This is an optimization exercise on Yosys and OpenROAD, whose aim is small area and a short achievable clock period, not a production implementation. RTL that was checked went through simulation tests only; none was proved equivalent to the original. No functional check of the RTL was part of run 2. No activity file was given, so power comes from the tool's default toggle rates. The flow treats the clock pin as an ideal source, which a real chip does not have.

[design.v]
module data_mem_responder #(
  parameter int DEPTH       = 64,
  parameter int WAIT_CYCLES = 2
) (
  input  logic        CLK,
  input  logic        Reset,
  input  logic        req,
  input  logic        we,
  input  logic [31:0] addr,
  input  logic [31:0] wdata,
  input  logic [3:0]  be,
  output logic [31:0] rdata,
  output logic        ack,
  output logic        err,
  output logic        busy
);
  localparam int AW = $clog2(DEPTH);
  localparam int NG = DEPTH / 4;
  localparam int GW = AW - 2;
  logic          r_busy, r_ack, r_err;
  logic          r_st1, r_ld1, r_p2, r_ld2;
  logic          r_pa, r_pb;
  logic [1:0]    r_rot, r_pos;
  logic [GW-1:0] r_grp;
  logic [3:0]    r_be;
  logic [31:0]   r_wdata;
  logic [31:0]   r_hold, r_rdata;
  logic          w_acc, w_legal, w_wr, w_cap;
  logic [1:0]    w_pos_in;
  logic [1:0]    r_sel [NG];
  assign w_acc   = req && !r_busy;
  assign w_legal = (addr[1:0] == 2'b00) && (addr[31:AW+2] == '0);
  assign rdata = r_rdata;
  assign ack   = r_ack;
  assign err   = r_err;
  assign busy  = r_busy;
  assign w_pos_in = addr[3:2] + r_rot + 2'd1;
  assign w_wr  = (r_pa || r_pb) && (r_pos == 2'd3);
  assign w_cap = !r_busy && !(r_pb && !w_wr);
  always_ff @(posedge CLK or posedge Reset)
    if (Reset) begin
      r_busy <= 1'b0;
      r_ack  <= 1'b0;
      r_err  <= 1'b0;
      r_st1  <= 1'b0;
      r_ld1  <= 1'b0;
      r_p2   <= 1'b0;
      r_ld2  <= 1'b0;
      r_pa   <= 1'b0;
    end else begin
      r_busy <= w_acc || r_st1 || r_ld1 || r_p2;
      r_ack  <= (w_acc && !w_legal) || r_p2;
      r_err  <= w_acc && !w_legal;
      r_st1  <= w_acc && w_legal && we;
      r_ld1  <= w_acc && w_legal && !we;
      r_p2   <= r_st1 || r_ld1;
      r_ld2  <= r_ld1;
      r_pa   <= (w_acc && w_legal && we) || (r_pa && r_st1 && !w_wr);
    end
  always_ff @(posedge CLK)
    r_pb <= (r_pa && !r_st1 && !w_wr) || (r_pb && !w_wr);
  always_ff @(posedge CLK)
    r_rot <= r_rot + 2'd1;
  always_ff @(posedge CLK)
    if (w_cap) begin
      r_grp   <= addr[AW+1:4];
      r_pos   <= w_pos_in;
      r_be    <= be;
      r_wdata <= wdata;
    end else begin
      r_pos   <= r_pos + 2'd1;
    end
  logic [31:0] q [NG][4];
  logic [NG-1:0] w_gsel;
  for (genvar g = 0; g < NG; g++) begin : g_grp
    assign w_gsel[g] = (r_grp == GW'(g));
    always_ff @(posedge CLK) begin
      q[g][1] <= q[g][0];
      q[g][2] <= q[g][1];
      q[g][3] <= q[g][2];
    end
    for (genvar b = 0; b < 4; b++) begin : g_byte
      always_ff @(posedge CLK)
        q[g][0][8*b +: 8] <= (w_wr && w_gsel[g] && r_be[b]) ? r_wdata[8*b +: 8] : q[g][3][8*b +: 8];
    end
    for (genvar h = 0; h < 2; h++) begin : g_rsel
      always_ff @(posedge CLK)
        r_sel[g][h] <= (!r_busy && addr[AW+1:4] == GW'(g) && w_pos_in == 2'(2*h)) ||
                       (r_ld1 && w_gsel[g] && r_pos + 2'd1 == 2'(2*h));
    end
  end
  logic [31:0] w_m;
  always_comb begin
    w_m = '0;
    for (int g = 0; g < NG; g++) begin
      w_m = w_m | (q[g][0] & {32{r_sel[g][0]}});
      w_m = w_m | (q[g][2] & {32{r_sel[g][1]}});
    end
  end
  always_ff @(posedge CLK)
    r_hold <= w_m;
  always_ff @(posedge CLK or posedge Reset)
    if (Reset) r_rdata <= '0;
    else       r_rdata <= r_ld2 ? (r_hold | w_m) : '0;
endmodule
[constraint.sdc]
create_clock -name core_clock -period 4.6 [get_ports {CLK}]
set_input_delay 0.9200 -clock core_clock [delete_from_list [all_inputs] [get_ports {CLK}]]
set_output_delay 0.9200 -clock core_clock [all_outputs]
set_load 0.01 [all_outputs]
[config.mk]
export PLATFORM = sky130hd
export DESIGN_NAME = data_mem_responder
export DESIGN_NICKNAME = data_mem_responder
export VERILOG_FILES = /design/flow/design.v
export SDC_FILE = /design/flow/constraint.sdc
export NUM_CORES = 4
export LEC_CHECK = 0
export CAP_MARGIN = 20
export CORE_MARGIN = 2
export CORE_UTILIZATION = 60
export SETUP_SLACK_MARGIN = 2.6
export SLEW_MARGIN = 20
[flow/run.sh]
#!/bin/bash
# Layout flow: the standard ORFS flow (standard.sh), with two changes:
#  * port buffers are plain buffers (buf_2) instead of the delay cell buffer_ports picks;
#  * CTS clusters up to 20 sinks within 60 um per leaf buffer and adds no dummy load
#    cells to balance leaf nets.
# ORFS writes each step's full log under orfs/logs/; make's own output goes to standard.log.
set -euo pipefail
export BUFFER_PORTS_ARGS="-buffer_cell sky130_fd_sc_hd__buf_2"
export CTS_ARGS="-sink_clustering_enable -repair_clock_nets -dont_use_dummy_load -sink_clustering_size 20 -sink_clustering_max_diameter 60"
bash standard.sh > standard.log 2>&1
[standard.sh]
#!/bin/bash
# synth_recipe.tcl (not shown) runs the flow's synth.tcl, then flattens the netlist and writes it again
# the make line also repeats each setting of config.mk as NAME=value (left out here)
make -C /OpenROAD-flow-scripts/flow DESIGN_CONFIG=/design/flow/config.mk WORK_HOME=/design/flow/orfs CLKGATE_MAP_FILE= SYNTH_SCRIPT=/design/flow/synth_recipe.tcl "${@:-finish}"
==> results of run 1 <==
==> repair_timing <==
action,CTS,global route
resized for setup,71,12
setup endpoints to repair,635,296
gates cloned,0,0
pin swaps,31,8
setup buffers,56,20
hold buffers,0,0
endpoints found under the hold margin,0,0
==> flip-flops by register name, indices dropped and copies added, names as in the netlist, 4 cells and up <==
name,flops
q,2048
r_be,4
r_hold,32
r_rdata,32
r_wdata,32
r_sel,32
r_grp,4
==> per-layer routing <==
metal / wire [µm] / global-route usage (%)
met5: 0 / 0
met4: 5650 / 10.5
met3: 7200 / 3.90
met2: 72700 / 50.9
met1: 62900 / 38.6
==> where the power goes <==
group	internal (µW)	total, µW	switching [µW]
clock	5250	11000	5790
sequential	19100	19200	161
combinational	81.1	246	165
==> Yosys cell counts, types with 2 or more instances <==
cell type and number:
a21oi_1 2, a221oi_1 256, a22o_1 256, a31oi_1 32, and2_1 2, and4_1 64
buf_12 3, buf_6 2, clkbuf_1 132, clkbuf_2 4, dfrtp_1 40, dfxtp_1 2117
edfxtp_1 40, ha_1 4, inv_1 39, mux2_1 20, mux2_2 484, mux2_4 8
mux2i_1 2, nand2_1 52, nand2_2 2, nand2_4 10, nand2b_1 4, nand3_1 13
nand3_2 8, nand4_1 2, nor2_1 9, nor2_2 17, nor2_4 11, nor2_8 30
nor2b_1 4, nor2b_4 2, nor3_1 2, nor4_1 7, o22ai_1 32, or2_2 3
or2b_1 2, xnor2_1 2
==> final cells by class <==
cell class,instances,area (µm²),area share (%)
Tap cell,1276,1600,2.46
Inverter,39,146,0.225
Clock buffer,136,3400,5.24
Timing Repair Buffer,221,1940,2.98
Antenna cell,1,2.50,0.00385
Multi-Input combinational cell,1352,13200,20.3
Sequential cell,2197,44700,68.8
==> worst paths after layout <==
check / slack, ps / endpoint / start
worst max-delay path: 2330 / rdata[31] / r_rdata[31]
worst min-delay path: 160 / r_rdata[20] / Reset
worst max register to register: 2540 / q[48][22] / r_grp[3]
worst min register to register: 310 / q[38][1] / q[37][1]
max in group asynchronous: 3180 / r_rdata[31] / Reset
min in group core_clock: 310 / q[38][1] / q[37][1]
==> per-stage QoR <==
stage	instance area, µm²	utilization, %	worst slack [ps]	std cells
floorplan	58300	-	2710	3730
global placement	60200	62.4	1910	5009
detailed placement	60200	62.4	1840	5009
CTS	64700	67.1	2270	5201
global route	65000	67.4	2290	5222
finish	65000	67.4	2330	5222
==> logic make-up (layout without fill, tap and decap cells) <==
kind of cell / after synthesis / count (layout) / synth area share (%)
compound gates: 582 / 582 / 8.46
xor+xnor: 4 / 4 / 0.0837
fa+ha+maj: 4 / 4 / 0.0859
buf+inv: 181 / 396 / 1.28
flops: 2197 / 2197 / 76.5
mux: 514 / 514 / 9.98
other cells: 0 / 1 / 0
simple gates: 248 / 248 / 3.62
==> run notes, run 1 <==
Net count, final = 4023
Critical Path End Type = primary output
global-route wire length before repair = 214 mm
Final Skew = 39.2 ps
top cells by area, synth = dfxtp_1 (73%), mux2_2 (9.4%), a221oi_1 (3.8%)
final setup TNS = 0 ps
worst slew pin tran = 907 ps
Initial Util = 60.5%
Async SR Flop Fraction = 1.82%
CP delay by family, top = flip-flops
final max-slew violation count = 0
Final ANT Viol Nets = 0
unrepaired setup endpoints after global routing = true
vias in the first global route = 32100
TritonCTS Buffers = 136
area share of the largest cell type after synthesis = 72.7%
Final Hold Violating Endpoints = 0
power per cell area = 470 nW/µm²
Achievable Freq = 441 MHz
crit share post-route = 49.3%
post-synth cell types = 49
vias = 30600
# IOs = 107
Req. time, crit path = 3680 ps
Tmin final = 2270 ps
clock latency (worst-skew pair) = 740 ps
max incr delay on CP = 470 ps
Final setup viols = 0
FF-to-FF path depth = 5
Die H = 316 µm
DRC violations left = 0
commonest non-fill, non-tap cells in the layout = dfxtp_1 (2083), mux2_2 (484), a22o_1 (256), a221oi_1 (256), clkbuf_16 (136)
critical path depth = 1
Fin Hold WS = 163 ps
VDD IR max = 308 µV
Mapped Cells = 3730
flip-flop and latch count after synthesis = 2197
top_reg_cell synth = dfxtp_1
Fill cells = 6714
Buf+Inv Stages, Crit Path = 1
syn_nets = 3806
Post-synth EDFFs = 40
RD Place Congestion = 0.825
H-tree level count = 4
Sink Count = 2197
sequential share of the synthesized area = 76.5%
top cell type by total area after synthesis = dfxtp_1
outcome = no timing/DRC/antenna violations
root buffer selected by CTS = clkbuf_16
CTS tree = done
HPWL Detailed = 85.5 mm
total power = 30500 µW
maxcap violations = 0
Core Region = 96400 µm²
Die Width = 316 µm
most common cell after layout, fill and taps aside = dfxtp_1
vias per cell = 5.86
DR iter-0 viols = 2520
GRT Total Usage = 29.6%
layout overhead on the synthesized area = 11.5%
Die ar. = 99700 µm²
Routed WL per cell = 28.4 µm
critical path class = flip-flop to primary output
element type at the critical path start = flip-flop
GRT overflow = 0
Ys Warns = 3
# port buffers = 106
drt total wl = 148 mm
Lkg Pwr = 0.0262 µW
critical-path cell list = buf_6
mapped cell area = 58300 µm²
Slew headroom = 39.6%
initial antenna violation count = 7
Critical Path AT = 1350 ps
Mapped Avg Cell Area = 15.6 µm²
clock-pin transition on the worst setup and hold timing paths = 80 ps
CP max stage cell = dfrtp_2
Crit Path Max Fanout = 1
num rows = 114
layout cell share with drive strength beyond 1 = 24.9%
largest net degree at the start of global routing = 33
DR pass1 iterations = 7
Hold WC Path Type = input pin to asynchronous set/reset pin
CTS max path bufs = 3
==> inputs of run 2 (changes only) <==
--- a/design.v
+++ b/design.v
@@ -23,8 +23,8 @@
   logic [1:0]    r_rot, r_pos;
   logic [GW-1:0] r_grp;
   logic [3:0]    r_be;
-  logic [31:0]   r_wdata;
-  logic [31:0]   r_hold, r_rdata;
+  logic [31:0]   r_data;
+  logic [31:0]   r_rdata;
   logic          w_acc, w_legal, w_wr, w_cap;
   logic [1:0]    w_pos_in;
   logic [1:0]    r_sel [NG];
@@ -66,7 +66,6 @@
       r_grp   <= addr[AW+1:4];
       r_pos   <= w_pos_in;
       r_be    <= be;
-      r_wdata <= wdata;
     end else begin
       r_pos   <= r_pos + 2'd1;
     end
@@ -81,7 +80,7 @@
     end
     for (genvar b = 0; b < 4; b++) begin : g_byte
       always_ff @(posedge CLK)
-        q[g][0][8*b +: 8] <= (w_wr && w_gsel[g] && r_be[b]) ? r_wdata[8*b +: 8] : q[g][3][8*b +: 8];
+        q[g][0][8*b +: 8] <= (w_wr && w_gsel[g] && r_be[b]) ? r_data[8*b +: 8] : q[g][3][8*b +: 8];
     end
     for (genvar h = 0; h < 2; h++) begin : g_rsel
       always_ff @(posedge CLK)
@@ -98,8 +97,9 @@
     end
   end
   always_ff @(posedge CLK)
-    r_hold <= w_m;
+    if (w_cap)      r_data <= wdata;
+    else if (r_ld1) r_data <= w_m;
   always_ff @(posedge CLK or posedge Reset)
     if (Reset) r_rdata <= '0;
-    else       r_rdata <= r_ld2 ? (r_hold | w_m) : '0;
+    else       r_rdata <= r_ld2 ? (r_data | w_m) : '0;
 endmodule
==> flow/run.sh (replaced) <==
#!/bin/bash
# Layout flow: the standard ORFS flow (standard.sh), with two changes:
#  * port buffers are plain buffers (buf_2) instead of the delay cell buffer_ports picks;
#  * CTS clusters up to 25 sinks within 80 um per leaf buffer and adds no dummy load
#    cells to balance leaf nets.
# ORFS writes each step's full log under orfs/logs/; make's own output goes to standard.log.
set -euo pipefail
export BUFFER_PORTS_ARGS="-buffer_cell sky130_fd_sc_hd__buf_2"
export CTS_ARGS="-sink_clustering_enable -repair_clock_nets -dont_use_dummy_load -sink_clustering_size 25 -sink_clustering_max_diameter 80"
bash standard.sh > standard.log 2>&1
==> run 2 against run 1 <==
Against the previous run:
- design area shrank 1.5%
- utilization down 0.20 points
- via count up 1.4%
- largest cell class unchanged
- highest routed layer is now met5
==> run notes, run 2 <==
root buffer selected by CTS = clkbuf_16 (unchanged)
final non-filler cell area = 64000 µm² (was 65000 µm²)
total power = 28500 µW (was 30500 µW)
Net count, final = 4007 (was 4023)
clock-pin transition on the worst setup and hold timing paths = 90 ps (was 80 ps)
Cell Area, Placed = 59700 µm² (was 60200 µm²)
Mapped Cells = 3739 (was 3730)
Final Skew = 34.6 ps (was 39.2 ps)
CTS max path bufs = 3 (unchanged)
max incr delay on CP = 500 ps (was 470 ps)
GRT Total Usage = 30.0% (was 29.6%)
Initial Util = 60.7% (was 60.5%)
top cell type by total area after synthesis = dfxtp_1 (unchanged)
CP delay by family, top = flip-flops (unchanged)
crit share post-route = 49.6% (was 49.3%)
mapped cell area = 57900 µm² (was 58300 µm²)
Final setup viols = 0 (unchanged)
Achievable Freq = 439 MHz (was 441 MHz)
max reg flops = 2048 (unchanged)
Tmin final = 2280 ps (was 2270 ps)
num rows = 113 (was 114)
Buf+Inv Stages, Crit Path = 1 (unchanged)
Die H = 315 µm (was 316 µm)
H-tree level count = 3 (was 4)
# diodes = 0 (was 1)
critical path depth = 1 (unchanged)
post-synth cell types = 49 (unchanged)
element type at the critical path start = flip-flop (unchanged)
HPWL Detailed = 87.4 mm (was 85.5 mm)
GRT overflow = 0 (unchanged)
CTS tree = done (unchanged)
clock latency (worst-skew pair) = 710 ps (was 740 ps)
flip-flop and latch count after synthesis = 2165 (was 2197)
Async SR Flop Fraction = 1.85% (was 1.82%)
worst r2r src = r_pa (was r_grp[3])
Lkg Pwr = 0.0257 µW (was 0.0262 µW)
vias in the first global route = 31800 (was 32100)
Fill cells = 6646 (was 6714)
DRC violations left = 0 (unchanged)
area share of the largest cell type after synthesis = 72.1% (was 72.7%)
DR iter-0 viols = 3095 (was 2520)
vias = 31000 (was 30600)
syn_nets = 3815 (was 3806)
sequential share of the synthesized area = 76.0% (was 76.5%)
most common cell after layout, fill and taps aside = dfxtp_1 (unchanged)
DR pass1 iterations = 6 (was 7)
Crit Path Max Fanout = 1 (unchanged)
RD Place Congestion = 0.848 (was 0.825)
global-route wire length before repair = 216 mm (was 214 mm)
worst reg2reg setup slack = 2600 ps (was 2540 ps)
FF-to-FF path depth = 5 (unchanged)
final max-slew violation count = 0 (unchanged)
initial antenna violation count = 9 (was 7)
Req. time, crit path = 3680 ps (about the same)
critical-path cell list = buf_6 (unchanged)
maxcap violations = 0 (unchanged)
most common cell in the synthesized netlist = dfxtp_1 (unchanged)
final setup TNS = 0 ps (unchanged)
unrepaired setup endpoints after global routing = true (unchanged)
commonest non-fill, non-tap cells in the layout = dfxtp_1 (2051), mux2_2 (483), a22o_1 (256), a221oi_1 (255), buf_2 (99) (was dfxtp_1 (2083), mux2_2 (484), a22o_1 (256), a221oi_1 (256), clkbuf_16 (136))
Final Hold Violating Endpoints = 0 (unchanged)
largest net degree at the start of global routing = 69 (was 33)
outcome = no timing/DRC/antenna violations (unchanged)
VDD IR max = 322 µV (was 308 µV)
Routed WL per cell = 29.5 µm (was 28.4 µm)
drt total wl = 153 mm (was 148 mm)
vias per cell = 5.97 (was 5.86)
Mapped Avg Cell Area = 15.5 µm² (was 15.6 µm²)
Hold WC Path Type = flip-flop to flip-flop (was input pin to asynchronous set/reset pin)
final critical-path setup slack = 2320 ps (was 2330 ps)
worst slew pin tran = 956 ps (was 907 ps)
Crit Reg-Reg Endpoint = q[0][26] (was q[48][22])
Worst Setup EP = rdata[0] (was rdata[31])
critical path class = flip-flop to primary output (unchanged)
layout cell share with drive strength beyond 1 = 24.9% (about the same)
worst slack, placed = 1550 ps (was 1840 ps)
register area = 44100 µm² (was 44700 µm²)
Die Width = 315 µm (was 316 µm)
Slew headroom = 36.3% (was 39.6%)
CP max stage cell = dfrtp_2 (unchanged)
crit path launch = r_rdata[0] (was r_rdata[31])
Sink Count = 2165 (was 2197)
cts hold-fix bufs = 0 (unchanged)
Post-synth EDFFs = 40 (unchanged)
Critical Path End Type = primary output (unchanged)
Critical Path AT = 1360 ps (was 1350 ps)
Die ar. = 98900 µm² (was 99700 µm²)
layout overhead on the synthesized area = 10.7% (was 11.5%)
TritonCTS Buffers = 96 (was 136)
Ys Warns = 3 (unchanged)
power per cell area = 446 nW/µm² (was 470 nW/µm²)
# port buffers = 106 (unchanged)
Fin Hold WS = 304 ps (was 163 ps)
top cells by area, synth = dfxtp_1 (72%), mux2_2 (9.4%), a221oi_1 (3.9%) (was dfxtp_1 (73%), mux2_2 (9.4%), a221oi_1 (3.8%))
Commonest cells post-synth = dfxtp_1 (2085), mux2_2 (484), a221oi_1 (256), a22o_1 (256), clkbuf_1 (140) (was dfxtp_1 (2117), mux2_2 (484), a221oi_1 (256), a22o_1 (256), clkbuf_1 (132))
# IOs = 107 (unchanged)
Final ANT Viol Nets = 0 (unchanged)
top_reg_cell synth = dfxtp_1 (unchanged)
area of the multi-input gates = 13400 µm² (was 13200 µm²)
Core Region = 95300 µm² (was 96400 µm²)
Reg with most FFs = q (unchanged)
## run 2: changes by cell type after synthesis, sizes merged
cell | before | now
a21o | 0 | 1
a31oi | 32 | 64
clkbuf | 136 | 144
dfxtp | 2117 | 2085
inv | 39 | 40
mux2i | 2 | 1
nand2 | 64 | 31
nand2b | 4 | 6
nor2 | 67 | 100
xnor2 | 2 | 0
## run 2: layout make-up
| class | count | share of cell area [%] |
|---|---|---|
| flip-flops and latches | 2165 | 68.8 |
| multi-input cells | 1384 | 21.0 |
| clock buffers | 96 | 3.75 |
| repair buffers | 244 | 3.75 |
| well taps | 1265 | 2.47 |
| inverters | 40 | 0.240 |
## run 2: worst min-delay path by stage
stage / startpoint / endpoint / slack (ps) / cells after the start
2_1_floorplan: q[9][0] / q[10][0] / 310 / 0
3_3_place_gp: q[17][0] / q[18][0] / 310 / 0
3_5_place_dp: q[13][14] / q[14][14] / 310 / 0
4_1_cts: q[25][22] / q[26][22] / 300 / 0
5_1_grt: q[45][18] / q[46][18] / 310 / 0
6_report: q[37][18] / q[38][18] / 300 / 0
## run 2: timing repair
action | in CTS | in global routing
setup buffers | 66 | 37
hold endpoints to repair | 0 | 0
gates cloned | 0 | 0
pin swaps | 40 | 3
resized for setup | 98 | 20
setup endpoints to repair | 647 | 445
## run 2: cell families after synthesis
kind of cell	share of synthesized area (%)
multiplexers	10.0
AND/OR/NAND/NOR	3.64
adder cells (fa/ha/maj)	0.0865
XOR/XNOR	0.0541
AO/OA/AOI/OAI	8.88
flip-flops	76.0
buffers and inverters	1.35
## run 2: where the power goes
part	internal, µW	switching [µW]	leakage [µW]
clock	3740	5440	0.00118
sequential	18800	206	0.0178
combinational	107	221	0.00672
total	22700	5870	0.0257
## run 2: stage by stage
stage                     instances  util, %
after detailed placement       4995     62.6
after floorplan                3739        -
after global routing           5194     67.2
final                          5194     67.2
after global placement         4995     62.6
after CTS                      5157     66.6
## run 2: routing by layer
layer	share of wire, %	track usage [%]	up-vias	routed length (µm)
li1	-	-	13800	-
met1	45	43.2	15800	68700
met3	6.9	5.18	281	10700
met2	45	46.5	1170	68900
met5	0.022	0	-	34
met4	3.3	9.45	6	5060
==> inputs of run 3 (changes only) <==
--- a/design.v
+++ b/design.v
@@ -26,6 +26,11 @@
   logic [31:0]   r_data;
   logic [31:0]   r_rdata;
   logic          w_acc, w_legal, w_wr, w_cap;
+  logic          w_pa_n, w_pb_n;
+  logic [1:0]    w_pos_n;
+  logic [GW-1:0] w_grp_n;
+  logic          r_wr;
+  logic [NG-1:0] r_wg;
   logic [1:0]    w_pos_in;
   logic [1:0]    r_sel [NG];
   assign w_acc   = req && !r_busy;
@@ -35,7 +40,7 @@
   assign err   = r_err;
   assign busy  = r_busy;
   assign w_pos_in = addr[3:2] + r_rot + 2'd1;
-  assign w_wr  = (r_pa || r_pb) && (r_pos == 2'd3);
+  assign w_wr  = r_wr;
   assign w_cap = !r_busy && !(r_pb && !w_wr);
   always_ff @(posedge CLK or posedge Reset)
     if (Reset) begin
@@ -55,10 +60,19 @@
       r_ld1  <= w_acc && w_legal && !we;
       r_p2   <= r_st1 || r_ld1;
       r_ld2  <= r_ld1;
-      r_pa   <= (w_acc && w_legal && we) || (r_pa && r_st1 && !w_wr);
+      r_pa   <= w_pa_n;
     end
+  assign w_pa_n  = !Reset && ((w_acc && w_legal && we) || (r_pa && r_st1 && !w_wr));
+  assign w_pb_n  = (r_pa && !r_st1 && !w_wr) || (r_pb && !w_wr);
+  assign w_pos_n = w_cap ? w_pos_in : r_pos + 2'd1;
+  assign w_grp_n = w_cap ? addr[AW+1:4] : r_grp;
   always_ff @(posedge CLK)
-    r_pb <= (r_pa && !r_st1 && !w_wr) || (r_pb && !w_wr);
+    r_pb <= w_pb_n;
+  always_ff @(posedge CLK) begin
+    r_wr <= (w_pa_n || w_pb_n) && (w_pos_n == 2'd3);
+    for (int g = 0; g < NG; g++)
+      r_wg[g] <= (w_pa_n || w_pb_n) && (w_pos_n == 2'd3) && (w_grp_n == GW'(g));
+  end
   always_ff @(posedge CLK)
     r_rot <= r_rot + 2'd1;
   always_ff @(posedge CLK)
@@ -80,7 +94,7 @@
     end
     for (genvar b = 0; b < 4; b++) begin : g_byte
       always_ff @(posedge CLK)
-        q[g][0][8*b +: 8] <= (w_wr && w_gsel[g] && r_be[b]) ? r_data[8*b +: 8] : q[g][3][8*b +: 8];
+        q[g][0][8*b +: 8] <= (r_wg[g] && r_be[b]) ? r_data[8*b +: 8] : q[g][3][8*b +: 8];
     end
     for (genvar h = 0; h < 2; h++) begin : g_rsel
       always_ff @(posedge CLK)
==> run 3 against run 2 <==
Against the previous run:
- register-to-register slack got worse by 160 ps
- clock skew increased by 1.1 ps
- area after synthesis is 1.7% lower
- sequential power grew 6%
- fmax is 2.4% higher
- die area is 1.7% lower
- worst hold slack got worse by 17 ps
- clock-buffer cell count increased by 1
- critical path type unchanged
- largest cell class unchanged
==> run notes, run 3 <==
Commonest cells post-synth = dfxtp_1 (2106), nand2_1 (602), o21ai_0 (514), a221oi_1 (256), a22o_1 (256) (was dfxtp_1 (2085), mux2_2 (484), a221oi_1 (256), a22o_1 (256), clkbuf_1 (140))
Routed WL per cell = 29.7 µm (was 29.5 µm)
max incr delay on CP = 440 ps (was 500 ps)
power per cell area = 495 nW/µm² (was 446 nW/µm²)
DRC violations left = 0 (unchanged)
global-route wire length before repair = 237 mm (was 216 mm)
initial antenna violation count = 10 (was 9)
Async SR Flop Fraction = 1.83% (was 1.85%)
sequential share of the synthesized area = 77.8% (was 76.0%)
top_reg_cell synth = dfxtp_1 (unchanged)
Fill cells = 7205 (was 6646)
Fin Hold WS = 287 ps (was 304 ps)
Die Width = 312 µm (was 315 µm)
clock-pin transition on the worst setup and hold timing paths = 90 ps (about the same)
layout overhead on the synthesized area = 8.68% (was 10.7%)
# port buffers = 106 (unchanged)
outcome = no timing/DRC/antenna violations (unchanged)
top cell type by total area after synthesis = dfxtp_1 (unchanged)
final critical-path setup slack = 2370 ps (was 2320 ps)
Critical Path AT = 1310 ps (was 1360 ps)
CTS tree = done (unchanged)
unrepaired setup endpoints after global routing = true (unchanged)
worst slew pin tran = 995 ps (was 956 ps)
Final Skew = 35.7 ps (was 34.6 ps)
Final Hold Violating Endpoints = 0 (unchanged)
flip-flop and latch count after synthesis = 2182 (was 2165)
vias = 34300 (was 31000)
Final ANT Viol Nets = 0 (unchanged)
CP delay by family, top = flip-flops (unchanged)
register area = 44400 µm² (was 44100 µm²)
crit share post-route = 48.4% (was 49.6%)
vias in the first global route = 32600 (was 31800)
Sw Pwr = 6830 µW (was 5870 µW)
Mapped Avg Cell Area = 13.0 µm² (was 15.5 µm²)
CTS max path bufs = 3 (unchanged)
GRT overflow = 0 (unchanged)
Sequential Power Share = 65.7% (was 66.7%)
Buf+Inv Stages, Crit Path = 1 (unchanged)
mapped cell area = 56900 µm² (was 57900 µm²)
P_int = 23800 µW (was 22700 µW)
switching share of power = 22.3% (was 20.6%)
Core Region = 93600 µm² (was 95300 µm²)
num rows = 112 (was 113)
Die H = 312 µm (was 315 µm)
Req. time, crit path = 3680 ps (about the same)
root buffer selected by CTS = clkbuf_16 (unchanged)
VDD IR max = 351 µV (was 322 µV)
vias per cell = 6.01 (was 5.97)
H-tree level count = 3 (unchanged)
Final setup viols = 0 (unchanged)
DR pass1 iterations = 8 (was 6)
Achievable Freq = 449 MHz (was 439 MHz)
Net count, final = 4532 (was 4007)
final max-slew violation count = 0 (unchanged)
element type at the critical path start = flip-flop (unchanged)
GRT Total Usage = 34.3% (was 30.0%)
critical path class = flip-flop to primary output (unchanged)
Reg with most FFs = q (unchanged)
cts hold-fix bufs = 0 (unchanged)
Initial Util = 60.8% (was 60.7%)
final setup TNS = 0 ps (unchanged)
most common cell after layout, fill and taps aside = dfxtp_1 (unchanged)
commonest non-fill, non-tap cells in the layout = dfxtp_1 (2074), nand2_1 (574), o21ai_0 (514), a22o_1 (256), a221oi_1 (254) (was dfxtp_1 (2051), mux2_2 (483), a22o_1 (256), a221oi_1 (255), buf_2 (99))
largest net degree at the start of global routing = 27 (was 69)
RD Place Congestion = 0.924 (was 0.848)
Slew headroom = 33.5% (was 36.3%)
area share of the largest cell type after synthesis = 74.1% (was 72.1%)
Lkg Pwr = 0.0230 µW (was 0.0257 µW)
Critical Path End Type = primary output (unchanged)
critical-path cell list = buf_2 (was buf_6)
area of the multi-input gates = 11700 µm² (was 13400 µm²)
Comb power frac = 4.0% (was 1.1%)
drt total wl = 170 mm (was 153 mm)
maxcap violations = 0 (unchanged)
Clk network pwr share = 30.3% (was 32.2%)
Mapped Cells = 4385 (was 3739)
layout cell share with drive strength beyond 1 = 8.75% (was 24.9%)
Hold WC Path Type = flip-flop to flip-flop (unchanged)
Sink Count = 2182 (was 2165)
# IOs = 107 (unchanged)
CP max stage cell = dfrtp_1 (was dfrtp_2)
Ys Warns = 3 (unchanged)
post-synth cell types = 49 (unchanged)
DR iter-0 viols = 4047 (was 3095)
Crit Path Max Fanout = 1 (unchanged)
most common cell in the synthesized netlist = dfxtp_1 (unchanged)
syn_nets = 4460 (was 3815)
Tmin final = 2230 ps (was 2280 ps)
Post-synth EDFFs = 36 (was 40)
top cells by area, synth = dfxtp_1 (74%), o21ai_0 (4.5%), nand2_1 (4.0%) (was dfxtp_1 (72%), mux2_2 (9.4%), a221oi_1 (3.9%))
Die ar. = 97300 µm² (was 98900 µm²)
HPWL Detailed = 92.6 mm (was 87.4 mm)
clock latency (worst-skew pair) = 700 ps (was 710 ps)
max reg flops = 2048 (unchanged)
TritonCTS Buffers = 97 (was 96)
worst slack, placed = 1600 ps (was 1550 ps)
[run 3: worst paths after layout]
| kind | to | slack, ps | depth (start not counted) | startpoint |
|---|---|---|---|---|
| max reg2reg | q[12][0] | 2440 | 2 | r_be[0] |
| min reg2reg | q[54][5] | 290 | 0 | q[53][5] |
| min | q[54][5] | 290 | 0 | q[53][5] |
| max | rdata[2] | 2370 | 1 | r_rdata[2] |
| max in group asynchronous | r_rdata[17] | 3090 | 3 | Reset |
| min in group asynchronous | r_rdata[0] | 390 | 2 | Reset |
[run 3: power by group through the flow]
stage                     Clock [µW]  Sequential [µW]  Combinational (µW)
after floorplan                    0            20300                 703
after global placement             0            20500                1020
after detailed placement           0            20500                1040
after CTS                       9340            20100                1160
after global routing           10000            20200                1300
final                           9280            20100                1220
[run 3: through the flow]
stage          util, %  power (µW)  cell area (µm²)  instances
2_1_floorplan        -       21100            56900       4385
3_3_place_gp      62.3       21500            58300       5556
3_5_place_dp      62.3       21600            58300       5556
4_1_cts           65.6       30600            61400       5682
5_1_grt           66.0       31500            61800       5710
6_report          66.0       30600            61800       5713
[run 3: area by class of cell]
| type | instances | share of cell area (%) |
|---|---|---|
| Antenna cell | 4 | 0.0162 |
| Clock buffer | 97 | 3.93 |
| Inverter | 43 | 0.273 |
| Multi-Input combinational cell | 1938 | 18.9 |
| Sequential cell | 2182 | 71.8 |
| Tap cell | 1254 | 2.54 |
| Timing Repair Buffer | 195 | 2.62 |
[run 3: metal layers]
metal / vias to the layer above / global-route usage, % / wire, µm
li1: 15500 / - / -
met3: 336 / 6.33 / 15000
met1: 17000 / 50.0 / 74500
met5: - / 0 / 58
met2: 1522 / 51.9 / 73900
met4: 10 / 10.8 / 6030
[run 3: kinds of logic (layout without fill, tap and decap cells)]
| family | Yosys count | count (layout) | share of synthesized area [%] |
|---|---|---|---|
| simple gates | 759 | 762 | 5.87 |
| buf+inv | 268 | 335 | 2.02 |
| xor+xnor | 4 | 4 | 0.0902 |
| flops | 2182 | 2182 | 77.8 |
| compound gates | 1168 | 1168 | 14.2 |
| other cells | 0 | 4 | 0 |
| mux | 1 | 1 | 0.0176 |
| fa+ha+maj | 3 | 3 | 0.0660 |
[run 3: what timing repair did]
action	4_1_cts	5_1_grt
setup endpoints to repair	157	226
resized for setup	63	37
cloned	3	0
pin swaps	1	2
buffers inserted	26	27
==> inputs of run 4 (changes only) <==
==> flow/run.sh (replaced) <==
#!/bin/bash
# Layout flow: the standard ORFS flow (standard.sh), with two changes:
#  * port buffers are plain buffers (buf_2) instead of the delay cell buffer_ports picks;
#  * CTS clusters up to 30 sinks within 80 um per leaf buffer and adds no dummy load
#    cells to balance leaf nets.
# ORFS writes each step's full log under orfs/logs/; make's own output goes to standard.log.
set -euo pipefail
export BUFFER_PORTS_ARGS="-buffer_cell sky130_fd_sc_hd__buf_2"
export CTS_ARGS="-sink_clustering_enable -repair_clock_nets -dont_use_dummy_load -sink_clustering_size 30 -sink_clustering_max_diameter 80"
bash standard.sh > standard.log 2>&1
==> run 4 against run 3 <==
Against the previous run:
- critical path type unchanged
- non-clock buffer count rose by 12
- global-route usage decreased by 0.32 points
- via count is 0.27% higher
- critical endpoint is now ack
- combinational power about the same
- total power is 2.1% lower
- routed wire length about the same
- first-iteration DRC count increased by 7.4%
==> run notes, run 4 <==
vias = 34400 (was 34300)
Mapped Avg Cell Area = 13.0 µm² (unchanged)
Reg with most FFs = q (unchanged)
CP delay by family, top = flip-flops (unchanged)
GRT Total Usage = 33.9% (was 34.3%)
final setup TNS = 0 ps (unchanged)
top layer in use = met5 (unchanged)
Die Width = 312 µm (unchanged)
unrepaired setup endpoints after global routing = true (unchanged)
Final Skew = 27.9 ps (was 35.7 ps)
Final setup viols = 0 (unchanged)
top cell type by total area after synthesis = dfxtp_1 (unchanged)
most common cell after layout, fill and taps aside = dfxtp_1 (unchanged)
Sink Count = 2182 (unchanged)
CTS max path bufs = 3 (unchanged)
maxcap violations = 0 (unchanged)
clock-pin transition on the worst setup and hold timing paths = 110 ps (was 90 ps)
Initial Util = 60.8% (unchanged)
final max-slew violation count = 0 (unchanged)
Cell Area, Placed = 58300 µm² (unchanged)
Final Hold Violating Endpoints = 0 (unchanged)
GRT overflow = 0 (unchanged)
DR pass1 iterations = 5 (was 8)
VDD IR max = 373 µV (was 351 µV)
total power = 29900 µW (was 30600 µW)
layout cell share with drive strength beyond 1 = 8.72% (was 8.75%)
root buffer selected by CTS = clkbuf_16 (unchanged)
largest net degree at the start of global routing = 31 (was 27)
top_reg_cell synth = dfxtp_1 (unchanged)
H-tree level count = 3 (unchanged)
Critical Path AT = 1310 ps (about the same)
Post-Route M1 WL = 75.2 mm (was 74.5 mm)
Achievable Freq = 448 MHz (was 449 MHz)
Slew headroom = 33.9% (was 33.5%)
HPWL Detailed = 92.6 mm (unchanged)
# IOs = 107 (unchanged)
critical-path cell list = buf_2 (unchanged)
most common cell in the synthesized netlist = dfxtp_1 (unchanged)
Core Region = 93600 µm² (unchanged)
Commonest cells post-synth = dfxtp_1 (2106), nand2_1 (602), o21ai_0 (514), a221oi_1 (256), a22o_1 (256) (unchanged)
Hold WC Path Type = flip-flop to flip-flop (unchanged)
Lkg Pwr = 0.0229 µW (was 0.0230 µW)
layout overhead on the synthesized area = 8.13% (was 8.68%)
clock latency (worst-skew pair) = 700 ps (about the same)
Tmin final = 2230 ps (about the same)
Critical Path End Type = primary output (unchanged)
area share of the largest cell type after synthesis = 74.1% (unchanged)
CTS tree = done (unchanged)
Die ar. = 97300 µm² (unchanged)
Net count, final = 4529 (was 4532)
Final ANT Viol Nets = 0 (unchanged)
flip-flop and latch count after synthesis = 2182 (unchanged)
outcome = no timing/DRC/antenna violations (unchanged)
commonest non-fill, non-tap cells in the layout = dfxtp_1 (2074), nand2_1 (574), o21ai_0 (514), a22o_1 (256), a221oi_1 (254) (unchanged)
max reg flops = 2048 (unchanged)
Die H = 312 µm (unchanged)
WL met3 = 14.4 mm (was 15.0 mm)
global-route wire length before repair = 235 mm (was 237 mm)
RD Place Congestion = 0.924 (unchanged)
num rows = 112 (unchanged)
DRC violations left = 0 (unchanged)
element type at the critical path start = flip-flop (unchanged)
crit share post-route = 48.5% (was 48.4%)
sequential share of the synthesized area = 77.8% (unchanged)
vias per cell = 6.03 (was 6.01)
top cells by area, synth = dfxtp_1 (74%), o21ai_0 (4.5%), nand2_1 (4.0%) (unchanged)
power per cell area = 487 nW/µm² (was 495 nW/µm²)
cts hold-fix bufs = 0 (unchanged)
Req. time, crit path = 3680 ps (about the same)
drt total wl = 170 mm (about the same)
Ys Warns = 3 (unchanged)
vias in the first global route = 32300 (was 32600)
DR iter-0 viols = 4347 (was 4047)
Buf+Inv Stages, Crit Path = 1 (unchanged)
Routed WL per cell = 29.7 µm (about the same)
post-synth cell types = 49 (unchanged)
fin util = 65.7% (was 66.0%)
Mapped Cells = 4385 (unchanged)
critical path class = flip-flop to primary output (unchanged)
Crit Path Max Fanout = 1 (unchanged)
Fill cells = 7228 (was 7205)
syn_nets = 4460 (unchanged)
max incr delay on CP = 450 ps (was 440 ps)
mapped cell area = 56900 µm² (unchanged)
TritonCTS Buffers = 82 (was 97)
metal2 WL = 74.0 mm (was 73.9 mm)
CP max stage cell = dfrtp_1 (unchanged)
worst slew pin tran = 989 ps (was 995 ps)
final non-filler cell area = 61500 µm² (was 61800 µm²)
# port buffers = 106 (unchanged)
initial antenna violation count = 13 (was 10)
Async SR Flop Fraction = 1.83% (unchanged)
Post-synth EDFFs = 36 (unchanged)
[run 4: changes by cell type in the layout (fill, tap and decap cells not counted), moves of 3 or more]
cell | before | now
clkbuf_16 | 97 | 82
buf_6 | 26 | 23
buf_8 | 1 | 4
buf_12 | 24 | 21
buf_4 | 43 | 58
[run 4: where the power goes]
group	total (µW)	switching (µW)	internal [µW]
sequential	20100	371	19700
clock	8620	5390	3230
combinational	1220	951	270
[run 4: what timing repair did]
action,in CTS,in global routing
pin swaps,2,2
buffers inserted,27,38
cloned,2,1
resized for setup,61,43
endpoints found under the setup margin,158,271
[run 4: area by class of cell]
class	count	area [µm²]	share of cell area, %
tap	1254	1570	2.55
antenna	3	7.51	0.0122
clock buffer	82	2050	3.34
timing repair buffer	207	1680	2.73
sequential	2182	44400	72.1
inverter	43	173	0.281
multi-input combinational	1938	11700	18.9
[run 4: cells by family (layout without fill, tap and decap cells)]
kind of cell / count (synthesis) / after routing / share of synthesized area, %
flops: 2182 / 2182 / 77.8
compound gates: 1168 / 1168 / 14.2
xor+xnor: 4 / 4 / 0.0902
other cells: 0 / 3 / 0
buf+inv: 268 / 332 / 2.02
mux: 1 / 1 / 0.0176
fa+ha+maj: 3 / 3 / 0.0660
simple gates: 759 / 762 / 5.87
[run 4: final timing paths]
check	start	end	slack [ps]	depth (start not counted)
max in group asynchronous	Reset	r_rdata[4]	3100	3
min reg2reg	q[21][5]	q[22][5]	310	0
max	r_ack	ack	2370	1
min in group asynchronous	Reset	r_busy	370	2
min	q[21][5]	q[22][5]	310	0
max reg2reg	r_be[0]	q[16][0]	2460	2
[run 4: metal layers]
layer	track usage [%]	up-vias
met5	0	-
met4	10.1	14
met3	5.94	327
met2	51.7	1480
met1	49.7	17200
li1	-	15400
[run 4: per-stage QoR]
| stage | cells | hold WS, ps | setup WS, ps |
|---|---|---|---|
| 6_report | 5709 | 312 | 2370 |
| 5_1_grt | 5707 | 321 | 2350 |
| 4_1_cts | 5667 | 315 | 2340 |
| 3_5_place_dp | 5556 | 312 | 1600 |
| 3_3_place_gp | 5556 | 309 | 1700 |
| 2_1_floorplan | 4385 | 310 | 2600 |
[run 4: worst register-to-register path, cell delays in order, from the launching register on]
cell and delay [ps]:
edfxtp_1 820, nand2_1 780, o21ai_0 450
==> inputs of run 5 (changes only) <==
--- a/design.v
+++ b/design.v
@@ -83,6 +83,8 @@
     end else begin
       r_pos   <= r_pos + 2'd1;
     end
+  logic [31:0] w_data_n;
+  assign w_data_n = ~r_data;
   logic [31:0] q [NG][4];
   logic [NG-1:0] w_gsel;
   for (genvar g = 0; g < NG; g++) begin : g_grp
@@ -93,8 +95,14 @@
       q[g][3] <= q[g][2];
     end
     for (genvar b = 0; b < 4; b++) begin : g_byte
+      logic       w_hold_n;
+      logic [7:0] w_d;
+      assign w_hold_n = !(r_wg[g] && r_be[b]);
+      for (genvar k = 0; k < 8; k++) begin : g_bit
+        dmr_wmux u_w (.keep(w_hold_n), .q(q[g][3][8*b+k]), .dn(w_data_n[8*b+k]), .d(w_d[k]));
+      end
       always_ff @(posedge CLK)
-        q[g][0][8*b +: 8] <= (r_wg[g] && r_be[b]) ? r_data[8*b +: 8] : q[g][3][8*b +: 8];
+        q[g][0][8*b +: 8] <= w_d;
     end
     for (genvar h = 0; h < 2; h++) begin : g_rsel
       always_ff @(posedge CLK)
@@ -103,17 +111,39 @@
     end
   end
   logic [31:0] w_m;
-  always_comb begin
-    w_m = '0;
-    for (int g = 0; g < NG; g++) begin
-      w_m = w_m | (q[g][0] & {32{r_sel[g][0]}});
-      w_m = w_m | (q[g][2] & {32{r_sel[g][1]}});
+  for (genvar i = 0; i < 32; i++) begin : g_rbit
+    logic [2*NG-1:0] w_sel, w_dat;
+    logic [10:0]     w_y;
+    for (genvar g = 0; g < NG; g++) begin : g_t
+      assign w_sel[2*g]   = r_sel[g][0];
+      assign w_dat[2*g]   = q[g][0][i];
+      assign w_sel[2*g+1] = r_sel[g][1];
+      assign w_dat[2*g+1] = q[g][2][i];
     end
+    for (genvar k = 0; k < 10; k++) begin : g_s
+      dmr_aoi3 u_s (.a0(w_sel[3*k]), .b0(w_dat[3*k]), .a1(w_sel[3*k+1]), .b1(w_dat[3*k+1]),
+                    .a2(w_sel[3*k+2]), .b2(w_dat[3*k+2]), .y(w_y[k]));
+    end
+    dmr_aoi3 u_s10 (.a0(w_sel[30]), .b0(w_dat[30]), .a1(w_sel[31]), .b1(w_dat[31]),
+                    .a2(r_ld2), .b2(r_data[i]), .y(w_y[10]));
+    assign w_m[i] = !(&w_y);
   end
   always_ff @(posedge CLK)
     if (w_cap)      r_data <= wdata;
     else if (r_ld1) r_data <= w_m;
   always_ff @(posedge CLK or posedge Reset)
     if (Reset) r_rdata <= '0;
-    else       r_rdata <= r_ld2 ? (r_data | w_m) : '0;
+    else       r_rdata <= r_ld2 ? w_m : '0;
 endmodule
+module dmr_aoi3 (
+  input  logic a0, b0, a1, b1, a2, b2,
+  output logic y
+);
+  assign y = !((a0 && b0) || (a1 && b1) || (a2 && b2));
+endmodule
+module dmr_wmux (
+  input  logic keep, q, dn,
+  output logic d
+);
+  assign d = keep ? q : !dn;
+endmodule
--- a/config.mk
+++ b/config.mk
@@ -7,6 +7,8 @@
 export LEC_CHECK = 0
 export CAP_MARGIN = 20
 export CORE_MARGIN = 2
-export CORE_UTILIZATION = 60
+export CORE_UTILIZATION = 70
 export SETUP_SLACK_MARGIN = 2.6
 export SLEW_MARGIN = 20
+export SYNTH_HIERARCHICAL = 1
+export SYNTH_MINIMUM_KEEP_SIZE = 0
==> run 5 against run 4 <==
Against the previous run:
- area after synthesis fell by 3.4%
- clock skew rose by 11 ps
- combinational power fell by 66%
- design area fell by 3.0%
- utilization rose by 11 points
- sequential share of layout area rose by 2.2 points
- largest cell class unchanged
- synthesized cell count fell by 7.2%
- largest power group unchanged
- final cell count fell by 7.0%
- critical path depth rose by 1
- non-clock buffer count fell by 64
- register-to-register slack improved by 130 ps
==> run notes, run 5 <==
outcome = no timing/DRC/antenna violations (unchanged)
most common cell in the synthesized netlist = dfxtp_1 (unchanged)
maxcap violations = 0 (unchanged)
Post-synth EDFFs = 36 (unchanged)
layout cell share with drive strength beyond 1 = 7.47% (was 8.72%)
post-synth cell types = 40 (was 49)
GRT Total Usage = 30.3% (was 33.9%)
clock latency (worst-skew pair) = 670 ps (was 700 ps)
Critical Path End Type = primary output (unchanged)
most common cell after layout, fill and taps aside = dfxtp_1 (unchanged)
element type at the critical path start = flip-flop (unchanged)
Ys Warns = 11 (was 3)
final non-filler cell area = 59700 µm² (was 61500 µm²)
Die H = 284 µm (was 312 µm)
max incr delay on CP = 390 ps (was 450 ps)
final setup TNS = 0 ps (unchanged)
post-synthesis simple-gate area fraction = 6.84% (was 5.87%)
Fin Hold WS = 311 ps (was 312 ps)
Die ar. = 80800 µm² (was 97300 µm²)
root buffer selected by CTS = clkbuf_16 (unchanged)
sequential share of the synthesized area = 80.5% (was 77.8%)
commonest non-fill, non-tap cells in the layout = dfxtp_1 (2074), nand2_1 (603), o21ai_1 (512), a222oi_1 (352), buf_2 (104) (was dfxtp_1 (2074), nand2_1 (574), o21ai_0 (514), a22o_1 (256), a221oi_1 (254))
critical-path cell list = buf_6 > buf_8 (was buf_2)
Cell Area, Placed = 56900 µm² (was 58300 µm²)
DR iter-0 viols = 4405 (was 4347)
Die Width = 284 µm (was 312 µm)
crit share post-route = 48.4% (was 48.5%)
Tmin final = 2230 ps (about the same)
# IOs = 107 (unchanged)
initial antenna violation count = 3 (was 13)
mapped cell area = 55000 µm² (was 56900 µm²)
Mapped Avg Cell Area = 13.5 µm² (was 13.0 µm²)
Core Region = 77600 µm² (was 93600 µm²)
DR pass1 iterations = 11 (was 5)
unrepaired setup endpoints after global routing = true (unchanged)
layout overhead on the synthesized area = 8.62% (was 8.13%)
VDD IR max = 423 µV (was 373 µV)
Sink Count = 2182 (unchanged)
Req. time, crit path = 3680 ps (about the same)
syn_nets = 4145 (was 4460)
max reg flops = 2048 (unchanged)
# diodes = 0 (was 3)
vias per cell = 6.09 (was 6.03)
global-route wire length before repair = 188 mm (was 235 mm)
Lkg Pwr = 0.0222 µW (was 0.0229 µW)
Initial Util = 70.8% (was 60.8%)
Final Skew = 38.7 ps (was 27.9 ps)
worst slew pin tran = 1010 ps (was 989 ps)
post-synthesis xor/xnor area fraction = 0.0592% (was 0.0902%)
CP max stage cell = dfrtp_1 (unchanged)
Net count, final = 4348 (was 4529)
Buf+Inv Stages, Crit Path = 2 (was 1)
largest family of logic cells by synthesized area = compound AO/OA/AOI/OAI gates (unchanged)
vias = 32300 (was 34400)
Reg with most FFs = q (unchanged)
Async SR Flop Fraction = 1.83% (unchanged)
top cell type by total area after synthesis = dfxtp_1 (unchanged)
Commonest cells post-synth = dfxtp_1 (2106), nand2_1 (604), o21ai_1 (512), a222oi_1 (352), nand4_1 (65) (was dfxtp_1 (2106), nand2_1 (602), o21ai_0 (514), a221oi_1 (256), a22o_1 (256))
# port buffers = 106 (unchanged)
Achievable Freq = 449 MHz (was 448 MHz)
area share of the largest cell type after synthesis = 76.7% (was 74.1%)
top cells by area, synth = dfxtp_1 (77%), a222oi_1 (6.4%), o21ai_1 (4.7%) (was dfxtp_1 (74%), o21ai_0 (4.5%), nand2_1 (4.0%))
Synth Area in Adders = 0.0683% (was 0.0660%)
HPWL Detailed = 76.1 mm (was 92.6 mm)
Hold WC Path Type = flip-flop to flip-flop (unchanged)
fin util = 76.9% (was 65.7%)
RD Place Congestion = 0.884 (was 0.924)
Critical Path AT = 1310 ps (about the same)
Final Hold Violating Endpoints = 0 (unchanged)
Final setup viols = 0 (unchanged)
clock-pin transition on the worst setup and hold timing paths = 100 ps (was 110 ps)
mux cell area share after synthesis = 0.0911% (was 0.0176%)
Final ANT Viol Nets = 0 (unchanged)
Crit Path Max Fanout = 2 (was 1)
final max-slew violation count = 0 (unchanged)
CP delay by family, top = flip-flops (unchanged)
critical path class = flip-flop to primary output (unchanged)
drt total wl = 127 mm (was 170 mm)
cts hold-fix bufs = 0 (unchanged)
largest net degree at the start of global routing = 66 (was 31)
num rows = 102 (was 112)
power per cell area = 467 nW/µm² (was 487 nW/µm²)
GRT overflow = 0 (unchanged)
Routed WL per cell = 23.9 µm (was 29.7 µm)
CTS tree = done (unchanged)
DRC violations left = 0 (unchanged)
Mapped Cells = 4070 (was 4385)
H-tree level count = 3 (unchanged)
CTS max path bufs = 3 (unchanged)
flip-flop and latch count after synthesis = 2182 (unchanged)
TritonCTS Buffers = 82 (unchanged)
Slew headroom = 32.9% (was 33.9%)
top_reg_cell synth = dfxtp_1 (unchanged)
post-synthesis compound-gate area fraction = 11.9% (was 14.2%)
vias in the first global route = 31300 (was 32300)
## run 5: changes by cell type in the layout (fill, tap and decap cells not counted), moves of 26 or more
cell	change
o21ai_1	+512
a222oi_1	+352
nand3_1	+32
nand2_2	-26
a22o_1	-256
a221oi_1	-254
nor2b_1	+34
a21oi_1	+28
nand4_1	+65
a31oi_1	-64
o21ai_0	-513
nand2_1	+29
and4_1	-64
buf_4	-43
## run 5: path summary, 6_finish.rpt
kind	start	endpoint	slack, ps	cells past startpoint
worst min-delay path	q[25][13]	q[26][13]	310	0
max in group asynchronous	Reset	r_ld2	3350	3
worst max-delay path	r_busy	busy	2370	2
worst min register to register	q[25][13]	q[26][13]	310	0
worst max register to register	r_busy	r_wg[14]	2590	7
min in group asynchronous	Reset	r_rdata[31]	350	2
## run 5: stage by stage
| stage | power (µW) | instances | setup WS [ps] |
|---|---|---|---|
| finish | 27900 | 5311 | 2370 |
| global route | 28600 | 5311 | 2330 |
| CTS | 28000 | 5288 | 2350 |
| detailed placement | 19800 | 5201 | 1920 |
| global placement | 19800 | 5201 | 2010 |
| floorplan | 19600 | 4070 | 2560 |
## run 5: logic make-up after synthesis
group	count (synthesis)
DFF	2182
AOI/OAI and AO/OA	940
and+or+nand+nor	870
buffers and inverters	68
muxes	5
adders and majority gates	3
xor gates and xnor gates	2
## run 5: Yosys stat by module, one instance, submodules excluded
module / flops+latches / copies in the design / cells inside
dmr_wmux: 0 / 512 / 2
dmr_aoi3: 0 / 352 / 1
data_mem_responder: 2182 / 1 / 2694
## run 5: routing by layer
metal	track usage [%]	routed length (µm)
met1	42.9	54000
met2	48.9	59000
met3	4.62	10200
met4	8.28	3760
met5	0	21
## run 5: layout make-up
class | instances | area (µm²)
clock buffer | 82 | 2050
fill | 4988 | 17900
inverter | 41 | 160
multi-input combinational | 1823 | 10800
sequential | 2182 | 44400
tap | 1040 | 1300
timing repair buffer | 143 | 1040
## run 5: power breakdown
part	internal (µW)	leakage, µW	total [µW]	switching (µW)
sequential	19000	0.0179	19000	67.8
clock	3230	0.00101	8430	5200
combinational	87.1	0.00326	417	330
## run 5: repair_timing
item                       CTS  global route
gates cloned                 0             4
setup endpoints to repair  147           126
setup buffers                5            19
pin swaps                    4            21
gates resized for setup     53            44
==> inputs of run 6 (changes only) <==
--- a/config.mk
+++ b/config.mk
@@ -7,8 +7,8 @@
 export LEC_CHECK = 0
 export CAP_MARGIN = 20
 export CORE_MARGIN = 2
-export CORE_UTILIZATION = 70
-export SETUP_SLACK_MARGIN = 2.6
+export CORE_UTILIZATION = 60
+export SETUP_SLACK_MARGIN = 2.45
 export SLEW_MARGIN = 20
 export SYNTH_HIERARCHICAL = 1
 export SYNTH_MINIMUM_KEEP_SIZE = 0
==> run 6 against run 5 <==
Against the previous run:
- register-to-register slack worse by 110 ps
- setup slack improved by 3.6 ps
- sequential power about the same
- sequential cell count stayed put
- sequential share of layout area increased by 0.61 points
- worst hold slack improved by 2.8 ps
- final cell count increased by 2.1%
- die area grew 16%
- via count is 4.6% lower
- critical path depth shrank 1
- global-route usage decreased by 4.5 points
- fmax rose by 0.16%
- largest cell class unchanged
- largest power group unchanged
==> run notes, run 6 <==
Async SR Flop Fraction = 1.83% (unchanged)
unrepaired setup endpoints after global routing = true (unchanged)
VDD IR max = 322 µV (was 423 µV)
num rows = 110 (was 102)
maxcap violations = 0 (unchanged)
initial antenna violation count = 6 (was 3)
DR iter-0 viols = 3943 (was 4405)
CP max stage cell = dfrtp_2 (was dfrtp_1)
clock-pin transition on the worst setup and hold timing paths = 100 ps (about the same)
layout overhead on the synthesized area = 7.62% (was 8.62%)
CTS max path bufs = 3 (unchanged)
vias per cell = 5.69 (was 6.09)
Routed WL per cell = 22.4 µm (was 23.9 µm)
Final ANT Viol Nets = 0 (unchanged)
CP delay by family, top = flip-flops (unchanged)
Achievable Freq = 450 MHz (was 449 MHz)
RD Place Congestion = 0.864 (was 0.884)
outcome = no timing/DRC/antenna violations (unchanged)
Die ar. = 94000 µm² (was 80800 µm²)
Ys Warns = 11 (unchanged)
max reg flops = 2048 (unchanged)
vias = 30800 (was 32300)
DRC violations left = 0 (unchanged)
Net count, final = 4324 (was 4348)
Reg with most FFs = q (unchanged)
DR pass1 iterations = 9 (was 11)
Mapped Avg Cell Area = 13.5 µm² (unchanged)
GRT Total Usage = 25.7% (was 30.3%)
drt total wl = 121 mm (was 127 mm)
root buffer selected by CTS = clkbuf_16 (unchanged)
Core Region = 90400 µm² (was 77600 µm²)
post-synth cell types = 40 (unchanged)
GRT overflow = 0 (unchanged)
layout cell share with drive strength beyond 1 = 5.98% (was 7.47%)
HPWL Detailed = 77.9 mm (was 76.1 mm)
top_reg_cell synth = dfxtp_1 (unchanged)
mapped cell area = 55000 µm² (unchanged)
# port buffers = 106 (unchanged)
area share of the largest cell type after synthesis = 76.7% (unchanged)
Final Hold Violating Endpoints = 0 (unchanged)
Initial Util = 60.8% (was 70.8%)
Commonest cells post-synth = dfxtp_1 (2106), nand2_1 (604), o21ai_1 (512), a222oi_1 (352), nand4_1 (65) (unchanged)
Final setup viols = 0 (unchanged)
Die Width = 307 µm (was 284 µm)
final max-slew violation count = 0 (unchanged)
Crit Path Max Fanout = 3 (was 2)
Cell Area, Placed = 57000 µm² (was 56900 µm²)
Sink Count = 2182 (unchanged)
critical path class = flip-flop to primary output (unchanged)
# IOs = 107 (unchanged)
flip-flop and latch count after synthesis = 2182 (unchanged)
Req. time, crit path = 3680 ps (about the same)
Lkg Pwr = 0.0220 µW (was 0.0222 µW)
sequential share of the synthesized area = 80.5% (unchanged)
worst slew pin tran = 1120 ps (was 1010 ps)
clock latency (worst-skew pair) = 670 ps (about the same)
H-tree level count = 3 (unchanged)
most common cell in the synthesized netlist = dfxtp_1 (unchanged)
most common cell after layout, fill and taps aside = dfxtp_1 (unchanged)
largest net degree at the start of global routing = 78 (was 66)
critical-path cell list = buf_6 (was buf_6 > buf_8)
Buf+Inv Stages, Crit Path = 1 (was 2)
Tmin final = 2220 ps (was 2230 ps)
top cell type by total area after synthesis = dfxtp_1 (unchanged)
cts hold-fix bufs = 0 (unchanged)
Mapped Cells = 4070 (unchanged)
top cells by area, synth = dfxtp_1 (77%), a222oi_1 (6.4%), o21ai_1 (4.7%) (unchanged)
Hold WC Path Type = flip-flop to flip-flop (unchanged)
crit share post-route = 48.3% (was 48.4%)
Critical Path AT = 1300 ps (was 1310 ps)
TritonCTS Buffers = 82 (unchanged)
final non-filler cell area = 59100 µm² (was 59700 µm²)
syn_nets = 4145 (unchanged)
max incr delay on CP = 480 ps (was 390 ps)
element type at the critical path start = flip-flop (unchanged)
commonest non-fill, non-tap cells in the layout = dfxtp_1 (2074), nand2_1 (604), o21ai_1 (512), a222oi_1 (352), buf_2 (100) (was dfxtp_1 (2074), nand2_1 (603), o21ai_1 (512), a222oi_1 (352), buf_2 (104))
vias in the first global route = 30100 (was 31300)
power per cell area = 471 nW/µm² (was 467 nW/µm²)
final setup TNS = 0 ps (unchanged)
Post-synth EDFFs = 36 (unchanged)
CTS tree = done (unchanged)
Critical Path End Type = primary output (unchanged)
Final Skew = 17.5 ps (was 38.7 ps)
global-route wire length before repair = 185 mm (was 188 mm)
Die H = 307 µm (was 284 µm)
Slew headroom = 25.6% (was 32.9%)
-- run 6: cell counts after synthesis --
Identical to the previous run, type by type.
-- run 6: cells by family (layout without fill, tap and decap cells) --
group | count (synthesis) | in the layout | synth area share [%]
AOI/OAI and AO/OA | 940 | 940 | 11.9
xor gates and xnor gates | 2 | 2 | 0.0592
adders and majority gates | 3 | 3 | 0.0683
buffers and inverters | 68 | 245 | 0.551
DFF | 2182 | 2182 | 80.5
muxes | 5 | 5 | 0.0911
other | 0 | 1 | 0
and+or+nand+nor | 870 | 870 | 6.84
-- run 6: area by class of cell --
cell class | instances | area (µm²)
flip-flops and latches | 2182 | 44300
well taps | 1176 | 1470
fillers | 6916 | 31300
multi-input cells | 1820 | 10400
inverters | 41 | 154
diodes | 1 | 2.50
repair buffers | 122 | 708
clock buffers | 82 | 2050
-- run 6: layer usage --
layer	GRT usage, %	wire length [µm]	up-vias
met3	4.59	7500	156
met2	41.3	55400	769
met4	5.80	2550	6
met1	36.7	56000	14900
met5	0	41	-
li1	-	-	15000
-- run 6: power by group --
group / leakage, µW / internal [µW] / switching [µW]
clock: 0.00101 / 3230 / 5220
sequential: 0.0179 / 19000 / 69.0
combinational: 0.00305 / 69.2 / 299
total: 0.0220 / 22300 / 5590
-- run 6: stage by stage --
stage	util, %	hold WS (ps)	cells	setup WS (ps)	total power [µW]
finish	65.4	314	5424	2380	27900
global route	65.4	323	5423	2330	28800
CTS	65.3	312	5422	2340	28100
detailed placement	63.0	312	5338	1970	19800
global placement	63.0	310	5338	1970	19800
floorplan	-	310	4070	2450	19600
-- run 6: path summary, 6_finish.rpt --
| check | slack (ps) | start | to | cells after the start |
|---|---|---|---|---|
| hold / removal | 310 | q[45][27] | q[46][27] | 0 |
| hold reg to reg | 310 | q[45][27] | q[46][27] | 0 |
| max in group asynchronous | 3310 | Reset | r_ld2 | 3 |
| setup reg to reg | 2480 | r_sel[11][1] | r_data[16] | 4 |
| setup / recovery | 2380 | r_busy | busy | 1 |
| min in group asynchronous | 420 | Reset | r_rdata[1] | 2 |
-- run 6: timing repair --
action | CTS | global route
setup endpoints to repair | 83 | 79
gates cloned | 0 | 0
buffers inserted | 2 | 1
pin swaps | 0 | 3
gates resized for setup | 12 | 19
-- run 6: Yosys stat by module (local to each module, per instance) --
module              flops+latches  copies in the design
data_mem_responder           2182                     1
dmr_aoi3                        0                   352
dmr_wmux                        0                   512
==> inputs of run 7 (changes only) <==
--- a/config.mk
+++ b/config.mk
@@ -8,7 +8,7 @@
 export CAP_MARGIN = 20
 export CORE_MARGIN = 2
 export CORE_UTILIZATION = 60
-export SETUP_SLACK_MARGIN = 2.45
+export SETUP_SLACK_MARGIN = 2.6
 export SLEW_MARGIN = 20
 export SYNTH_HIERARCHICAL = 1
 export SYNTH_MINIMUM_KEEP_SIZE = 0
==> run 7 against run 6 <==
Against the previous run:
- still clean
- final cell count is 0.24% higher
- first-iteration DRC count down 0.18%
- total power about the same
- register-to-register slack better by 140 ps
- global-route usage shrank 0.11 points
- sequential share of layout area is 0.57 points lower
- via count is 0.74% higher
- clock skew is 15 ps higher
==> run notes, run 7 <==
clock latency (worst-skew pair) = 680 ps (was 670 ps)
Net count, final = 4338 (was 4324)
Buf+Inv Stages, Crit Path = 1 (unchanged)
Clk network pwr share = 30.3% (about the same)
sequential share of the synthesized area = 80.5% (unchanged)
vias = 31100 (was 30800)
DR iter-0 viols = 3936 (was 3943)
max reg flops = 2048 (unchanged)
layout overhead on the synthesized area = 8.56% (was 7.62%)
layout cell share with drive strength beyond 1 = 7.18% (was 5.98%)
commonest non-fill, non-tap cells in the layout = dfxtp_1 (2074), nand2_1 (604), o21ai_1 (512), a222oi_1 (352), buf_2 (105) (was dfxtp_1 (2074), nand2_1 (604), o21ai_1 (512), a222oi_1 (352), buf_2 (100))
P_int = 22300 µW (about the same)
Tmin final = 2210 ps (was 2220 ps)
clock-pin transition on the worst setup and hold timing paths = 110 ps (was 100 ps)
Slew headroom = 51.2% (was 25.6%)
# IOs = 107 (unchanged)
Ys Warns = 11 (unchanged)
num rows = 110 (unchanged)
Achievable Freq = 452 MHz (was 450 MHz)
critical path depth = 1 (unchanged)
critical path class = flip-flop to primary output (unchanged)
Async SR Flop Fraction = 1.83% (unchanged)
final max-slew violation count = 0 (unchanged)
Final ANT Viol Nets = 0 (unchanged)
M3 GR Usage = 3.88% (was 4.59%)
Mapped Cells = 4070 (unchanged)
Die Width = 307 µm (unchanged)
vias in the first global route = 30100 (about the same)
TritonCTS Buffers = 82 (unchanged)
Critical Path AT = 1290 ps (was 1300 ps)
switching share of power = 20.1% (about the same)
top cell type by total area after synthesis = dfxtp_1 (unchanged)
met1 Track Usage GR = 36.8% (was 36.7%)
Core Region = 90400 µm² (unchanged)
Req. time, crit path = 3680 ps (about the same)
initial antenna violation count = 9 (was 6)
critical-path cell list = buf_2 (was buf_6)
Min-Delay Startpoint = q[1][31] (was q[45][27])
Initial Util = 60.8% (unchanged)
HPWL Detailed = 76.7 mm (was 77.9 mm)
M2 GR Usage = 41.4% (was 41.3%)
global-route wire length before repair = 185 mm (about the same)
Commonest cells post-synth = dfxtp_1 (2106), nand2_1 (604), o21ai_1 (512), a222oi_1 (352), nand4_1 (65) (unchanged)
gr busiest metal = met2 (unchanged)
# diodes = 0 (was 1)
syn_nets = 4145 (unchanged)
DRC violations left = 0 (unchanged)
power per cell area = 467 nW/µm² (was 471 nW/µm²)
CTS max path bufs = 3 (unchanged)
Reg with most FFs = q (unchanged)
GRT Total Usage = 25.6% (was 25.7%)
Sw Pwr = 5610 µW (was 5590 µW)
element type at the critical path start = flip-flop (unchanged)
crit path launch = r_rdata[26] (was r_busy)
maxcap violations = 0 (unchanged)
flip-flop and latch count after synthesis = 2182 (unchanged)
Mapped Avg Cell Area = 13.5 µm² (unchanged)
Crit Path Max Fanout = 1 (was 3)
post-synth cell types = 40 (unchanged)
Hold WC Path Type = flip-flop to flip-flop (unchanged)
Post-synth EDFFs = 36 (unchanged)
CP max stage cell = dfrtp_1 (was dfrtp_2)
# port buffers = 106 (unchanged)
RD Place Congestion = 0.842 (was 0.864)
Routed WL per cell = 22.9 µm (was 22.4 µm)
area share of the largest cell type after synthesis = 76.7% (unchanged)
top cells by area, synth = dfxtp_1 (77%), a222oi_1 (6.4%), o21ai_1 (4.7%) (unchanged)
Die H = 307 µm (unchanged)
Die ar. = 94000 µm² (unchanged)
largest net degree at the start of global routing = 78 (unchanged)
unrepaired setup endpoints after global routing = true (unchanged)
Final setup viols = 0 (unchanged)
Sequential Power Share = 68.3% (about the same)
most common cell after layout, fill and taps aside = dfxtp_1 (unchanged)
Comb power frac = 1.4% (was 1.3%)
FF-to-FF path depth = 5 (was 4)
max incr delay on CP = 450 ps (was 480 ps)
worst r2r src = r_sel[5][1] (was r_sel[11][1])
Final Skew = 32.6 ps (was 17.5 ps)
mapped cell area = 55000 µm² (unchanged)
Final Hold Violating Endpoints = 0 (unchanged)
Lkg Pwr = 0.0221 µW (was 0.0220 µW)
root buffer selected by CTS = clkbuf_16 (unchanged)
vias per cell = 5.71 (was 5.69)
final setup TNS = 0 ps (unchanged)
H-tree level count = 3 (unchanged)
CTS tree = done (unchanged)
worst slew pin tran = 731 ps (was 1120 ps)
Fin Hold WS = 314 ps (about the same)
VDD IR max = 336 µV (was 322 µV)
CP delay by family, top = flip-flops (unchanged)
DR pass1 iterations = 7 (was 9)
GRT overflow = 0 (unchanged)
Sink Count = 2182 (unchanged)
fin util = 66.0% (was 65.4%)
most common cell in the synthesized netlist = dfxtp_1 (unchanged)
drt total wl = 124 mm (was 121 mm)
crit share post-route = 48.1% (was 48.3%)
Hold Crit Depth = 0 (unchanged)
outcome = no timing/DRC/antenna violations (unchanged)
Critical Path End Type = primary output (unchanged)
top_reg_cell synth = dfxtp_1 (unchanged)
==> run 7: cell counts after synthesis <==
Identical to the previous run, type by type.
==> run 7: area by class of cell <==
| cell class | instances | area, µm² |
|---|---|---|
| fill | 6848 | 30800 |
| inverter | 41 | 158 |
| tap | 1176 | 1470 |
| clock buffer | 82 | 2050 |
| timing repair buffer | 135 | 931 |
| multi-input combinational | 1821 | 10700 |
| sequential | 2182 | 44400 |
==> run 7: timing repair <==
action / in CTS / in global routing
resized for setup: 39 / 38
gates cloned: 0 / 1
hold buffers: 0 / 0
hold endpoints to repair: 0 / 0
setup buffers: 3 / 15
endpoints found under the setup margin: 100 / 84
pin swaps: 4 / 26
==> run 7: cell families after synthesis <==
kind of cell | synth area share [%]
buffers and inverters | 0.551
AND/OR/NAND/NOR | 6.84
AO/OA/AOI/OAI | 11.9
multiplexers | 0.0911
adder cells (fa/ha/maj) | 0.0683
flip-flops | 80.5
XOR/XNOR | 0.0592
==> run 7: layer usage <==
| metal | vias to the layer above | part of all wire (%) |
|---|---|---|
| met5 | - | 0.061 |
| met3 | 166 | 5.6 |
| met1 | 14900 | 46 |
| li1 | 15100 | - |
| met4 | 12 | 1.8 |
| met2 | 810 | 46 |
==> run 7: power groups by stage <==
stage	sequential (µW)	clock [µW]	combinational (µW)
floorplan	19400	0	201
global placement	19500	0	359
detailed placement	19500	0	361
CTS	19000	8660	369
global route	19100	9290	419
finish	19000	8460	389
==> run 7: per-module statistics from Yosys (local to each module, per instance) <==
module	cells inside	area, µm²
data_mem_responder	2694	46900
dmr_aoi3	1	10.0
dmr_wmux	2	8.76
==> run 7: final timing paths <==
path | end | slack, ps
max in group asynchronous | r_ld2 | 3400
min in group asynchronous | r_pa | 350
min reg2reg | q[2][31] | 310
min | q[2][31] | 310
max | rdata[26] | 2390
max reg2reg | r_data[15] | 2620
==> run 7: through the flow <==
stage | setup WS, ps | instance area [µm²] | total power, µW | cells
after floorplan | 2560 | 55000 | 19600 | 4070
after CTS | 2350 | 59200 | 28100 | 5421
final | 2390 | 59700 | 27900 | 5437
after global placement | 1850 | 57000 | 19800 | 5336
after global routing | 2350 | 59700 | 28800 | 5437
after detailed placement | 1770 | 57000 | 19900 | 5336

Setup slack of run 7, layout unchanged: 2.389 ns with ideal ports, 2.321 ns with driving cells assumed (clock clkbuf_16, inputs buf_2), 2.031 ns with port delays also shifted by the 0.732 ns mid clock arrival.
